Source: an optimization exercise on an open RTL-to-GDS flow (aim: small area and few clock cycles per item). Production flows keep margins and buffers that such runs may drop. No activity file was given, so power comes from the tool's default toggle rates.

==> trial 58 <==
==> flow/design.v <==
`timescale 1ns / 1ps
package sexl_pkg;
  localparam logic [1:0] OP_CHAR  = 2'd0;
  localparam logic [1:0] OP_FLUSH = 2'd1;
  localparam logic [1:0] OP_CLEAR = 2'd2;
  localparam logic [3:0] TOK_UINT   = 4'd0;
  localparam logic [3:0] TOK_INT    = 4'd1;
  localparam logic [3:0] TOK_FLOAT  = 4'd2;
  localparam logic [3:0] TOK_SYMBOL = 4'd3;
  localparam logic [3:0] TOK_STRING = 4'd4;
  localparam logic [3:0] TOK_LPAREN = 4'd5;
  localparam logic [3:0] TOK_RPAREN = 4'd6;
  localparam logic [3:0] TOK_LBRACK = 4'd7;
  localparam logic [3:0] TOK_RBRACK = 4'd8;
  localparam logic [3:0] TOK_QUOTE  = 4'd9;
  localparam logic KIND_TEXT   = 1'b0;
  localparam logic KIND_RECORD = 1'b1;
  localparam logic [2:0] NC_EMPTY = 3'd0;
  localparam logic [2:0] NC_SIGN  = 3'd1;
  localparam logic [2:0] NC_UDIG  = 3'd2;
  localparam logic [2:0] NC_DOT   = 3'd3;
  localparam logic [2:0] NC_FRAC  = 3'd4;
  localparam logic [2:0] NC_SYM   = 3'd5;
  localparam logic [2:0] NC_SDIG  = 3'd6;
  localparam logic [15:0] CH_NUL    = 16'h0000;
  localparam logic [15:0] CH_TAB    = 16'h0009;
  localparam logic [15:0] CH_NL     = 16'h000A;
  localparam logic [15:0] CH_SPACE  = 16'h0020;
  localparam logic [15:0] CH_DQUOTE = 16'h0022;
  localparam logic [15:0] CH_HASH   = 16'h0023;
  localparam logic [15:0] CH_SQUOTE = 16'h0027;
  localparam logic [15:0] CH_LPAREN = 16'h0028;
  localparam logic [15:0] CH_RPAREN = 16'h0029;
  localparam logic [15:0] CH_PLUS   = 16'h002B;
  localparam logic [15:0] CH_MINUS  = 16'h002D;
  localparam logic [15:0] CH_DOT    = 16'h002E;
  localparam logic [15:0] CH_ZERO   = 16'h0030;
  localparam logic [15:0] CH_NINE   = 16'h0039;
  localparam logic [15:0] CH_LBRACK = 16'h005B;
  localparam logic [15:0] CH_BSLASH = 16'h005C;
  localparam logic [15:0] CH_RBRACK = 16'h005D;
endpackage
`timescale 1ns / 1ps
import sexl_pkg::*;
module sexl_lexer
#(
  parameter bit DIRECT = 1'b0
) (
  input  logic        clk_i,
  input  logic        rst_ni,
  input  logic        item_v_i,
  input  logic [1:0]  op_i,
  input  logic [15:0] ch_i,
  output logic        item_take_o,
  output logic        item_ready_o,
  output logic        out_valid_o,
  input  logic        out_stall_i,
  output logic        kind_o,
  output logic [15:0] text_char_o,
  output logic [3:0]  token_type_o,
  output logic [19:0] line_number_o,
  output logic [15:0] column_o,
  output logic [15:0] length_o,
  output logic        last_o
);
  logic [19:0] line_q;
  logic [15:0] col_q;
  logic [15:0] len_q;
  logic        in_str_q, in_cmt_q, bslash_q;
  logic [2:0]  nc_q;
  logic        pend_q;
  logic [3:0]  ptype_q;
  logic is_char, is_flush, is_clear;
  logic c_nl, c_nul, c_dq, c_hash, c_bs, c_single, c_ws, c_digit, c_sign, c_dot, c_sep;
  logic word_hit;
  logic [3:0] single_type;
  assign is_char  = (op_i == OP_CHAR);
  assign is_flush = (op_i == OP_FLUSH);
  assign is_clear = (op_i == OP_CLEAR);
  assign c_nl     = (ch_i == CH_NL);
  assign c_nul    = (ch_i == CH_NUL);
  assign c_dq     = (ch_i == CH_DQUOTE);
  assign c_hash   = (ch_i == CH_HASH);
  assign c_bs     = (ch_i == CH_BSLASH);
  assign c_single = (ch_i == CH_LPAREN) || (ch_i == CH_RPAREN) || (ch_i == CH_LBRACK) ||
                    (ch_i == CH_RBRACK) || (ch_i == CH_SQUOTE);
  assign c_ws     = c_nul || (ch_i == CH_TAB) || (ch_i == CH_SPACE);
  assign c_digit  = (ch_i >= CH_ZERO) && (ch_i <= CH_NINE);
  assign c_sign   = (ch_i == CH_PLUS) || (ch_i == CH_MINUS);
  assign c_dot    = (ch_i == CH_DOT);
  assign c_sep    = c_hash || c_dq || c_single || c_nl || c_ws;
  assign word_hit = (nc_q != NC_EMPTY);
  always_comb begin
    case (ch_i)
      CH_LPAREN: single_type = TOK_LPAREN;
      CH_RPAREN: single_type = TOK_RPAREN;
      CH_LBRACK: single_type = TOK_LBRACK;
      CH_RBRACK: single_type = TOK_RBRACK;
      default:   single_type = TOK_QUOTE;
    endcase
  end
  logic r_text, r_word, r_str, r_single, r_any, two;
  logic normal;
  assign normal   = is_char && !in_cmt_q && !in_str_q;
  assign r_text   = is_char && !in_cmt_q && (in_str_q ? !(c_dq && !bslash_q) && !c_nl : !c_sep);
  assign r_str    = is_char && !in_cmt_q && in_str_q && c_dq && !bslash_q;
  assign r_word   = word_hit && (is_flush || (normal && c_sep));
  assign r_single = normal && c_single && !word_hit;
  assign two      = normal && c_single && word_hit;
  assign r_any    = r_text || r_str || r_word || r_single;
  logic take, pop;
  assign item_ready_o = !pend_q && !(r_any && out_stall_i);
  assign take         = item_v_i && item_ready_o;
  assign item_take_o  = take;
  assign pop          = pend_q && !out_stall_i;
  if (DIRECT) begin : g_direct
    assign out_valid_o = pend_q || (item_v_i && r_any && !out_stall_i);
  end else begin : g_queued
    assign out_valid_o = pend_q || (item_v_i && r_any);
  end
  function automatic logic [19:0] inc20(input logic [19:0] a, input logic ci);
    logic c;
    c = ci;
    for (int i = 0; i < 20; i++) begin
      inc20[i] = a[i] ^ c;
      c        = c & a[i];
    end
  endfunction
  function automatic logic [15:0] inc16(input logic [15:0] a, input logic ci);
    logic c;
    c = ci;
    for (int i = 0; i < 16; i++) begin
      inc16[i] = a[i] ^ c;
      c        = c & a[i];
    end
  endfunction
  function automatic logic [15:0] sub16(input logic [15:0] a, input logic [15:0] b,
                                        input logic ci);
    logic c;
    c = ci;
    for (int i = 0; i < 16; i++) begin
      sub16[i] = a[i] ^ ~b[i] ^ c;
      c        = (a[i] & ~b[i]) | (c & (a[i] ^ ~b[i]));
    end
  endfunction
  logic [15:0] rec_col;
  logic [3:0]  word_type;
  assign rec_col = sub16(col_q, len_q, !in_str_q);
  always_comb begin
    case (nc_q)
      NC_UDIG: word_type = TOK_UINT;
      NC_SDIG: word_type = TOK_INT;
      NC_FRAC: word_type = TOK_FLOAT;
      default: word_type = TOK_SYMBOL;
    endcase
  end
  logic show_single, show_span, show_text;
  assign show_single = pend_q || r_single;
  assign show_span   = !pend_q && (r_word || r_str);
  assign show_text   = !pend_q && r_text;
  assign kind_o        = !show_text;
  assign text_char_o   = show_text ? ch_i : 16'd0;
  assign token_type_o  = pend_q ? ptype_q :
                         r_single ? single_type :
                         r_str ? TOK_STRING :
                         r_word ? word_type : 4'd0;
  assign line_number_o = show_text ? 20'd0 : line_q;
  assign column_o      = show_single ? col_q : show_span ? rec_col : 16'd0;
  assign length_o      = show_span ? len_q : 16'd0;
  assign last_o        = pend_q || !two;
  logic [2:0] nc_next;
  always_comb begin
    case (nc_q)
      NC_EMPTY: nc_next = c_sign ? NC_SIGN : c_digit ? NC_UDIG : NC_SYM;
      NC_SIGN:  nc_next = c_digit ? NC_SDIG : NC_SYM;
      NC_UDIG, NC_SDIG: nc_next = c_digit ? nc_q : c_dot ? NC_DOT : NC_SYM;
      NC_DOT, NC_FRAC:  nc_next = c_digit ? NC_FRAC : NC_SYM;
      default: nc_next = NC_SYM;
    endcase
  end
  logic nl_ev, line_rst, line_step, col_rst, col_step, len_rst, len_step;
  assign nl_ev     = is_char && (c_nl || (in_cmt_q && c_nul));
  assign line_rst  = take && is_clear;
  assign line_step = take && nl_ev;
  assign col_rst   = take && (is_clear || nl_ev);
  assign col_step  = pop || (take && is_char && !in_cmt_q && !c_nl &&
                             (in_str_q || !(c_hash || (c_single && word_hit))));
  assign len_rst   = take && (is_flush || r_str || (normal && c_sep));
  assign len_step  = take && r_text;
  logic [19:0] line_d;
  logic [15:0] col_d, len_d;
  logic        in_str_d, in_cmt_d, bslash_d, pend_d;
  logic [2:0]  nc_d;
  logic [3:0]  ptype_d;
  assign line_d = line_rst ? 20'd1 : inc20(line_q, line_step);
  assign col_d  = col_rst ? 16'd1 : inc16(col_q, col_step);
  assign len_d  = len_rst ? 16'd0 : inc16(len_q, len_step);
  always_comb begin
    in_str_d = in_str_q;
    in_cmt_d = in_cmt_q;
    bslash_d = bslash_q;
    nc_d     = nc_q;
    pend_d   = pend_q;
    ptype_d  = ptype_q;
    if (pend_q) begin
      if (pop) pend_d = 1'b0;
    end else if (take) begin
      if (is_flush) begin
        nc_d     = NC_EMPTY;
        in_str_d = 1'b0;
        in_cmt_d = 1'b0;
        bslash_d = 1'b0;
      end else if (is_char) begin
        if (in_cmt_q) begin
          if (c_nl || c_nul) in_cmt_d = 1'b0;
        end else if (in_str_q) begin
          if (c_dq && !bslash_q) begin
            in_str_d = 1'b0;
            bslash_d = 1'b0;
          end else if (c_nl) begin
            bslash_d = 1'b0;
          end else begin
            bslash_d = c_bs;
          end
        end else if (c_sep) begin
          nc_d = NC_EMPTY;
          if (c_hash) begin
            in_cmt_d = 1'b1;
          end else if (c_dq) begin
            in_str_d = 1'b1;
            bslash_d = 1'b0;
          end else if (c_single && word_hit) begin
            pend_d  = 1'b1;
            ptype_d = single_type;
          end
        end else begin
          nc_d = nc_next;
        end
      end
    end
  end
  always_ff @(posedge clk_i or negedge rst_ni) begin
    if (!rst_ni) begin
      line_q   <= 20'd1;
      col_q    <= 16'd1;
      len_q    <= '0;
      in_str_q <= 1'b0;
      in_cmt_q <= 1'b0;
      bslash_q <= 1'b0;
      nc_q     <= NC_EMPTY;
      pend_q   <= 1'b0;
    end else begin
      line_q   <= line_d;
      col_q    <= col_d;
      len_q    <= len_d;
      in_str_q <= in_str_d;
      in_cmt_q <= in_cmt_d;
      bslash_q <= bslash_d;
      nc_q     <= nc_d;
      pend_q   <= pend_d;
    end
  end
  always_ff @(posedge clk_i) begin
    ptype_q <= ptype_d;
  end
endmodule
`timescale 1ns / 1ps
import sexl_pkg::*;
module sexl_rqueue
#(
  parameter int unsigned DEPTH = 0
) (
  input  logic        clk_i,
  input  logic        rst_ni,
  input  logic        in_valid_i,
  output logic        in_stall_o,
  input  logic [1:0]  op_i,
  input  logic [15:0] ch_i,
  output logic        item_v_o,
  output logic [1:0]  op_o,
  output logic [15:0] ch_o,
  input  logic        item_take_i,
  input  logic        item_ready_i
);
  if (DEPTH == 0) begin : g_pass
    assign item_v_o   = in_valid_i;
    assign op_o       = op_i;
    assign ch_o       = ch_i;
    assign in_stall_o = !item_ready_i;
  end else begin : g_fifo
    localparam int unsigned PTR_W = (DEPTH > 1) ? $clog2(DEPTH) : 1;
    localparam int unsigned CNT_W = $clog2(DEPTH + 1);
    logic [17:0]      mem_q [DEPTH];
    logic [PTR_W-1:0] wr_q, rd_q;
    logic [CNT_W-1:0] cnt_q;
    logic             full, push;
    assign full       = (cnt_q == CNT_W'(DEPTH));
    assign in_stall_o = full && !item_take_i;
    assign push       = in_valid_i && !in_stall_o;
    assign item_v_o   = (cnt_q != '0);
    assign {op_o, ch_o} = mem_q[rd_q];
    always_ff @(posedge clk_i) begin
      if (push) mem_q[wr_q] <= {op_i, ch_i};
    end
    always_ff @(posedge clk_i or negedge rst_ni) begin
      if (!rst_ni) begin
        wr_q  <= '0;
        rd_q  <= '0;
        cnt_q <= '0;
      end else begin
        if (push) wr_q <= (wr_q == PTR_W'(DEPTH - 1)) ? '0 : wr_q + PTR_W'(1);
        if (item_take_i) rd_q <= (rd_q == PTR_W'(DEPTH - 1)) ? '0 : rd_q + PTR_W'(1);
        cnt_q <= cnt_q + CNT_W'(push) - CNT_W'(item_take_i);
      end
    end
  end
endmodule
`timescale 1ns / 1ps
import sexl_pkg::*;
module s_expression_tokenizer_core
#(
  parameter int unsigned LINE_BITS   = 20,
  parameter int unsigned COLUMN_BITS = 16,
  parameter int unsigned QDEPTH      = 0
) (
  input  logic        clk_i,
  input  logic        rst_ni,
  input  logic        in_valid_i,
  output logic        in_stall_o,
  input  logic [1:0]  op_i,
  input  logic [15:0] ch_i,
  output logic        out_valid_o,
  input  logic        out_stall_i,
  output logic        kind_o,
  output logic [15:0] text_char_o,
  output logic [3:0]  token_type_o,
  output logic [19:0] line_number_o,
  output logic [15:0] column_o,
  output logic [15:0] length_o,
  output logic        last_o
);
  logic        item_v, item_take, item_ready;
  logic [1:0]  item_op;
  logic [15:0] item_ch;
  sexl_rqueue #(
    .DEPTH(QDEPTH)
  ) u_queue (
    .clk_i       (clk_i),
    .rst_ni      (rst_ni),
    .in_valid_i  (in_valid_i),
    .in_stall_o  (in_stall_o),
    .op_i        (op_i),
    .ch_i        (ch_i),
    .item_v_o    (item_v),
    .op_o        (item_op),
    .ch_o        (item_ch),
    .item_take_i (item_take),
    .item_ready_i(item_ready)
  );
  sexl_lexer #(
    .DIRECT(QDEPTH == 0)
  ) u_lexer (
    .clk_i        (clk_i),
    .rst_ni       (rst_ni),
    .item_v_i     (item_v),
    .op_i         (item_op),
    .ch_i         (item_ch),
    .item_take_o  (item_take),
    .item_ready_o (item_ready),
    .out_valid_o  (out_valid_o),
    .out_stall_i  (out_stall_i),
    .kind_o       (kind_o),
    .text_char_o  (text_char_o),
    .token_type_o (token_type_o),
    .line_number_o(line_number_o),
    .column_o     (column_o),
    .length_o     (length_o),
    .last_o       (last_o)
  );
endmodule
==> flow/run.sh <==
#!/bin/bash
# synth_recipe.tcl (not shown) runs the flow's synth.tcl, then flattens the netlist and writes it again
# the make line also repeats each setting of config.mk as NAME=value (left out here)
make -C /OpenROAD-flow-scripts/flow DESIGN_CONFIG=/design/flow/config.mk WORK_HOME=/design/flow/orfs CLKGATE_MAP_FILE= SYNTH_SCRIPT=/design/flow/synth_recipe.tcl finish
==> flow/config.mk <==
export PLATFORM = sky130hd
export DESIGN_NAME = s_expression_tokenizer_core
export DESIGN_NICKNAME = s_expression_tokenizer_core
export VERILOG_FILES = /design/flow/design.v
export SDC_FILE = /design/flow/constraint.sdc
export NUM_CORES = 4
export LEC_CHECK = 0
export CAP_MARGIN = 20
export CORE_MARGIN = 2
export CORE_UTILIZATION = 40
export SLEW_MARGIN = 20
==> flow/constraint.sdc <==
create_clock -name core_clock -period 5.0 [get_ports {clk_i}]
set_input_delay 1.0000 -clock core_clock [delete_from_list [all_inputs] [get_ports {clk_i}]]
set_output_delay 1.0000 -clock core_clock [all_outputs]
set_load 0.01 [all_outputs]
==> inputs of build 8, as changes to trial 58 <==
--- a/flow/design.v
+++ b/flow/design.v
@@ -119,32 +119,7 @@
     assign out_valid_o = pend_q || (item_v_i && r_any);
   end
-  function automatic logic [19:0] inc20(input logic [19:0] a, input logic ci);
-    logic c;
-    c = ci;
-    for (int i = 0; i < 20; i++) begin
-      inc20[i] = a[i] ^ c;
-      c        = c & a[i];
-    end
-  endfunction
-  function automatic logic [15:0] inc16(input logic [15:0] a, input logic ci);
-    logic c;
-    c = ci;
-    for (int i = 0; i < 16; i++) begin
-      inc16[i] = a[i] ^ c;
-      c        = c & a[i];
-    end
-  endfunction
-  function automatic logic [15:0] sub16(input logic [15:0] a, input logic [15:0] b,
-                                        input logic ci);
-    logic c;
-    c = ci;
-    for (int i = 0; i < 16; i++) begin
-      sub16[i] = a[i] ^ ~b[i] ^ c;
-      c        = (a[i] & ~b[i]) | (c & (a[i] ^ ~b[i]));
-    end
-  endfunction
   logic [15:0] rec_col;
   logic [3:0]  word_type;
-  assign rec_col = sub16(col_q, len_q, !in_str_q);
+  assign rec_col = col_q + ~len_q + {15'd0, !in_str_q};
   always_comb begin
     case (nc_q)
@@ -179,13 +154,4 @@
     endcase
   end
-  logic nl_ev, line_rst, line_step, col_rst, col_step, len_rst, len_step;
-  assign nl_ev     = is_char && (c_nl || (in_cmt_q && c_nul));
-  assign line_rst  = take && is_clear;
-  assign line_step = take && nl_ev;
-  assign col_rst   = take && (is_clear || nl_ev);
-  assign col_step  = pop || (take && is_char && !in_cmt_q && !c_nl &&
-                             (in_str_q || !(c_hash || (c_single && word_hit))));
-  assign len_rst   = take && (is_flush || r_str || (normal && c_sep));
-  assign len_step  = take && r_text;
   logic [19:0] line_d;
   logic [15:0] col_d, len_d;
@@ -193,8 +159,8 @@
   logic [2:0]  nc_d;
   logic [3:0]  ptype_d;
-  assign line_d = line_rst ? 20'd1 : inc20(line_q, line_step);
-  assign col_d  = col_rst ? 16'd1 : inc16(col_q, col_step);
-  assign len_d  = len_rst ? 16'd0 : inc16(len_q, len_step);
   always_comb begin
+    line_d   = line_q;
+    col_d    = col_q;
+    len_d    = len_q;
     in_str_d = in_str_q;
     in_cmt_d = in_cmt_q;
@@ -204,36 +170,62 @@
     ptype_d  = ptype_q;
     if (pend_q) begin
-      if (pop) pend_d = 1'b0;
+      if (pop) begin
+        pend_d = 1'b0;
+        col_d  = col_q + 16'd1;
+      end
     end else if (take) begin
       if (is_flush) begin
         nc_d     = NC_EMPTY;
+        len_d    = '0;
         in_str_d = 1'b0;
         in_cmt_d = 1'b0;
         bslash_d = 1'b0;
+      end else if (is_clear) begin
+        line_d = 20'd1;
+        col_d  = 16'd1;
       end else if (is_char) begin
         if (in_cmt_q) begin
-          if (c_nl || c_nul) in_cmt_d = 1'b0;
+          if (c_nl || c_nul) begin
+            in_cmt_d = 1'b0;
+            line_d   = line_q + 20'd1;
+            col_d    = 16'd1;
+          end
         end else if (in_str_q) begin
           if (c_dq && !bslash_q) begin
+            col_d    = col_q + 16'd1;
+            len_d    = '0;
             in_str_d = 1'b0;
             bslash_d = 1'b0;
           end else if (c_nl) begin
+            line_d   = line_q + 20'd1;
+            col_d    = 16'd1;
             bslash_d = 1'b0;
           end else begin
+            len_d    = len_q + 16'd1;
+            col_d    = col_q + 16'd1;
             bslash_d = c_bs;
           end
         end else if (c_sep) begin
-          nc_d = NC_EMPTY;
+          nc_d  = NC_EMPTY;
+          len_d = '0;
           if (c_hash) begin
             in_cmt_d = 1'b1;
           end else if (c_dq) begin
+            col_d    = col_q + 16'd1;
             in_str_d = 1'b1;
             bslash_d = 1'b0;
+          end else if (c_nl) begin
+            line_d = line_q + 20'd1;
+            col_d  = 16'd1;
           end else if (c_single && word_hit) begin
             pend_d  = 1'b1;
             ptype_d = single_type;
+          end else begin
+            col_d = col_q + 16'd1;
           end
         end else begin
-          nc_d = nc_next;
+          nc_d  = nc_next;
+          len_d = len_q + 16'd1;
+          col_d = col_q + 16'd1;
         end
       end
==> inputs of build 33, as changes to trial 58 <==
--- a/flow/design.v
+++ b/flow/design.v
@@ -70,9 +70,10 @@
   logic [2:0]  nc_q;
   logic        pend_q;
-  logic [3:0]  ptype_q;
+  logic [2:0]  ptype_q;
   logic is_char, is_flush, is_clear;
   logic c_nl, c_nul, c_dq, c_hash, c_bs, c_single, c_ws, c_digit, c_sign, c_dot, c_sep;
   logic word_hit;
   logic [3:0] single_type;
+  logic [2:0] single_sel;
   assign is_char  = (op_i == OP_CHAR);
   assign is_flush = (op_i == OP_FLUSH);
@@ -91,11 +92,12 @@
   assign c_sep    = c_hash || c_dq || c_single || c_nl || c_ws;
   assign word_hit = (nc_q != NC_EMPTY);
+  assign single_sel = pend_q ? ptype_q : ch_i[2:0];
   always_comb begin
-    case (ch_i)
-      CH_LPAREN: single_type = TOK_LPAREN;
-      CH_RPAREN: single_type = TOK_RPAREN;
-      CH_LBRACK: single_type = TOK_LBRACK;
-      CH_RBRACK: single_type = TOK_RBRACK;
-      default:   single_type = TOK_QUOTE;
+    case (single_sel)
+      CH_LPAREN[2:0]: single_type = TOK_LPAREN;
+      CH_RPAREN[2:0]: single_type = TOK_RPAREN;
+      CH_LBRACK[2:0]: single_type = TOK_LBRACK;
+      CH_RBRACK[2:0]: single_type = TOK_RBRACK;
+      default:        single_type = TOK_QUOTE;
     endcase
   end
@@ -120,27 +122,34 @@
   end
   function automatic logic [19:0] inc20(input logic [19:0] a, input logic ci);
-    logic c;
-    c = ci;
     for (int i = 0; i < 20; i++) begin
-      inc20[i] = a[i] ^ c;
-      c        = c & a[i];
+      inc20[i] = a[i] ^ (ci & ((a | (20'hFFFFF << i)) == 20'hFFFFF));
     end
   endfunction
   function automatic logic [15:0] inc16(input logic [15:0] a, input logic ci);
-    logic c;
-    c = ci;
     for (int i = 0; i < 16; i++) begin
-      inc16[i] = a[i] ^ c;
-      c        = c & a[i];
+      inc16[i] = a[i] ^ (ci & ((a | (16'hFFFF << i)) == 16'hFFFF));
     end
   endfunction
   function automatic logic [15:0] sub16(input logic [15:0] a, input logic [15:0] b,
                                         input logic ci);
-    logic c;
-    c = ci;
-    for (int i = 0; i < 16; i++) begin
-      sub16[i] = a[i] ^ ~b[i] ^ c;
-      c        = (a[i] & ~b[i]) | (c & (a[i] ^ ~b[i]));
+    logic [15:0] p, g, pp, gg;
+    p  = a ^ ~b;
+    g  = a & ~b;
+    pp = p;
+    gg = g;
+    gg[0] = g[0] | (p[0] & ci);
+    for (int l = 1; l <= 4; l++) begin
+      for (int j = (1 << l) - 1; j < 16; j += (1 << l)) begin
+        gg[j] = gg[j] | (pp[j] & gg[j - (1 << (l - 1))]);
+        pp[j] = pp[j] & pp[j - (1 << (l - 1))];
+      end
+    end
+    for (int l = 3; l >= 1; l--) begin
+      for (int j = (1 << l) + (1 << (l - 1)) - 1; j < 16; j += (1 << l)) begin
+        gg[j] = gg[j] | (pp[j] & gg[j - (1 << (l - 1))]);
+        pp[j] = pp[j] & pp[j - (1 << (l - 1))];
+      end
     end
+    sub16 = p ^ {gg[14:0], ci};
   endfunction
   logic [15:0] rec_col;
@@ -161,6 +170,5 @@
   assign kind_o        = !show_text;
   assign text_char_o   = show_text ? ch_i : 16'd0;
-  assign token_type_o  = pend_q ? ptype_q :
-                         r_single ? single_type :
+  assign token_type_o  = show_single ? single_type :
                          r_str ? TOK_STRING :
                          r_word ? word_type : 4'd0;
@@ -192,5 +200,5 @@
   logic        in_str_d, in_cmt_d, bslash_d, pend_d;
   logic [2:0]  nc_d;
-  logic [3:0]  ptype_d;
+  logic [2:0]  ptype_d;
   assign line_d = line_rst ? 20'd1 : inc20(line_q, line_step);
   assign col_d  = col_rst ? 16'd1 : inc16(col_q, col_step);
@@ -232,5 +240,5 @@
           end else if (c_single && word_hit) begin
             pend_d  = 1'b1;
-            ptype_d = single_type;
+            ptype_d = ch_i[2:0];
           end
         end else begin
==> notes <==
Of trial 58 and build 33, trial 58 has the higher count of clock-buffer cells in the layout (gap 4). Between build 33 and build 8, the lower total power is in build 8 (gap about 0.5%, measured against build 8). Of build 8 and trial 58, build 8 has the higher sequential share of layout area (gap 1.9 points). Between build 33 and trial 58, the lower area after synthesis is in trial 58 (gap 7.0%, measured against trial 58). Clock skew, highest first: build 33, build 8, trial 58. Trial 58 finished but fails on negative setup slack. Build 33 passed the timing, DRC and antenna checks. Build 8 finished with timing, DRC and antenna clean. The lowest sequential power belongs to trial 58, the highest to build 8. The highest fmax belongs to build 33, the lowest to trial 58. Between build 8 and build 33, the lower routed wire length is in build 33 (gap 13%, measured against build 33). Via count: build 33 is larger than trial 58 (15%). In critical path depth, build 8 and build 33 do not differ.
==> figures <==
	build 8	build 33	trial 58
Outcome	no timing/DRC/antenna violations	no timing/DRC/antenna violations	failed layout checks
Violated checks	-	-	negative setup slack
Number of rows created at floorplan	41	40	38
Number of flip-flops and latches in the synthesized netlist	63	62	63
Cell depth of the worst flop-to-flop path	8	12	30
Depth of the critical timing path with buffers and inverters included	11	11	20
Critical path data arrival time	3.93 ns	3.86 ns	6.73 ns
Seq cells	63	62	63
Slack of the critical path	0.07112 ns	0.1380 ns	-2.735 ns
Die Span X	118.4 microns	114.2 microns	110.5 microns
Fraction of the yosys area taken by sequential cells	0.3054	0.3232	0.3525
Net Sw Frac	0.3405	0.3362	0.3167
Mean instance size in the synthesized netlist	7.756 sq um	8.341 sq um	9.335 sq um
Fraction of post-synthesis cell area in the top cell type by area	0.2725	0.2938	0.3144
Number of nets in the final layout	825	782	770
Routed wire length per instance	17.13 microns	16.34 microns	16.14 microns
Area of the mapped netlist	5235 sq um	4855 sq um	4537 sq um
Maximum number of pins on one net before global-route repair	38	32	47
Filler cell count	1,249	1,090	843
Length of the first detailed-routing pass in iterations	5	5	4
# Taps	172	147	140
Multi-input combinational cell count	536	462	375
Function was not checked in any run of this note: the RTL went through the layout flow alone.

-- re-timing with driven ports --
In the flow no input, the clock included, has a driving cell. The finished layouts below were timed again as built, in two steps.
Step 1 sets driving cells, clkbuf_16 on the clock port and buf_2 on the other inputs (assumed; they add their load-dependent delay and slew).
Step 2 also shifts input and output timing later by t, the mid clock arrival at the registers, as if the neighbouring blocks saw the same clock.
Slacks: no drivers / after step 1 / after step 2; pairs: no drivers / after step 1.
run	t (ns)	slack for setup (ns)	worst setup path after step 2	latest minus earliest clock arrival (ns)	cell pins on the clock port's net
trial 58	0.367	-2.735 / -2.772 / -2.405	register to output	0.006 / 0.007	1
build 8	0.373	0.071 / 0.049 / 0.049	input to output	0.007 / 0.007	1
build 33	0.372	0.138 / 0.105 / 0.105	input to output	0.008 / 0.008	1
The setup slack of build 33, which loses most, moves by -0.033 ns with the drivers and by -0.033 ns with both steps.
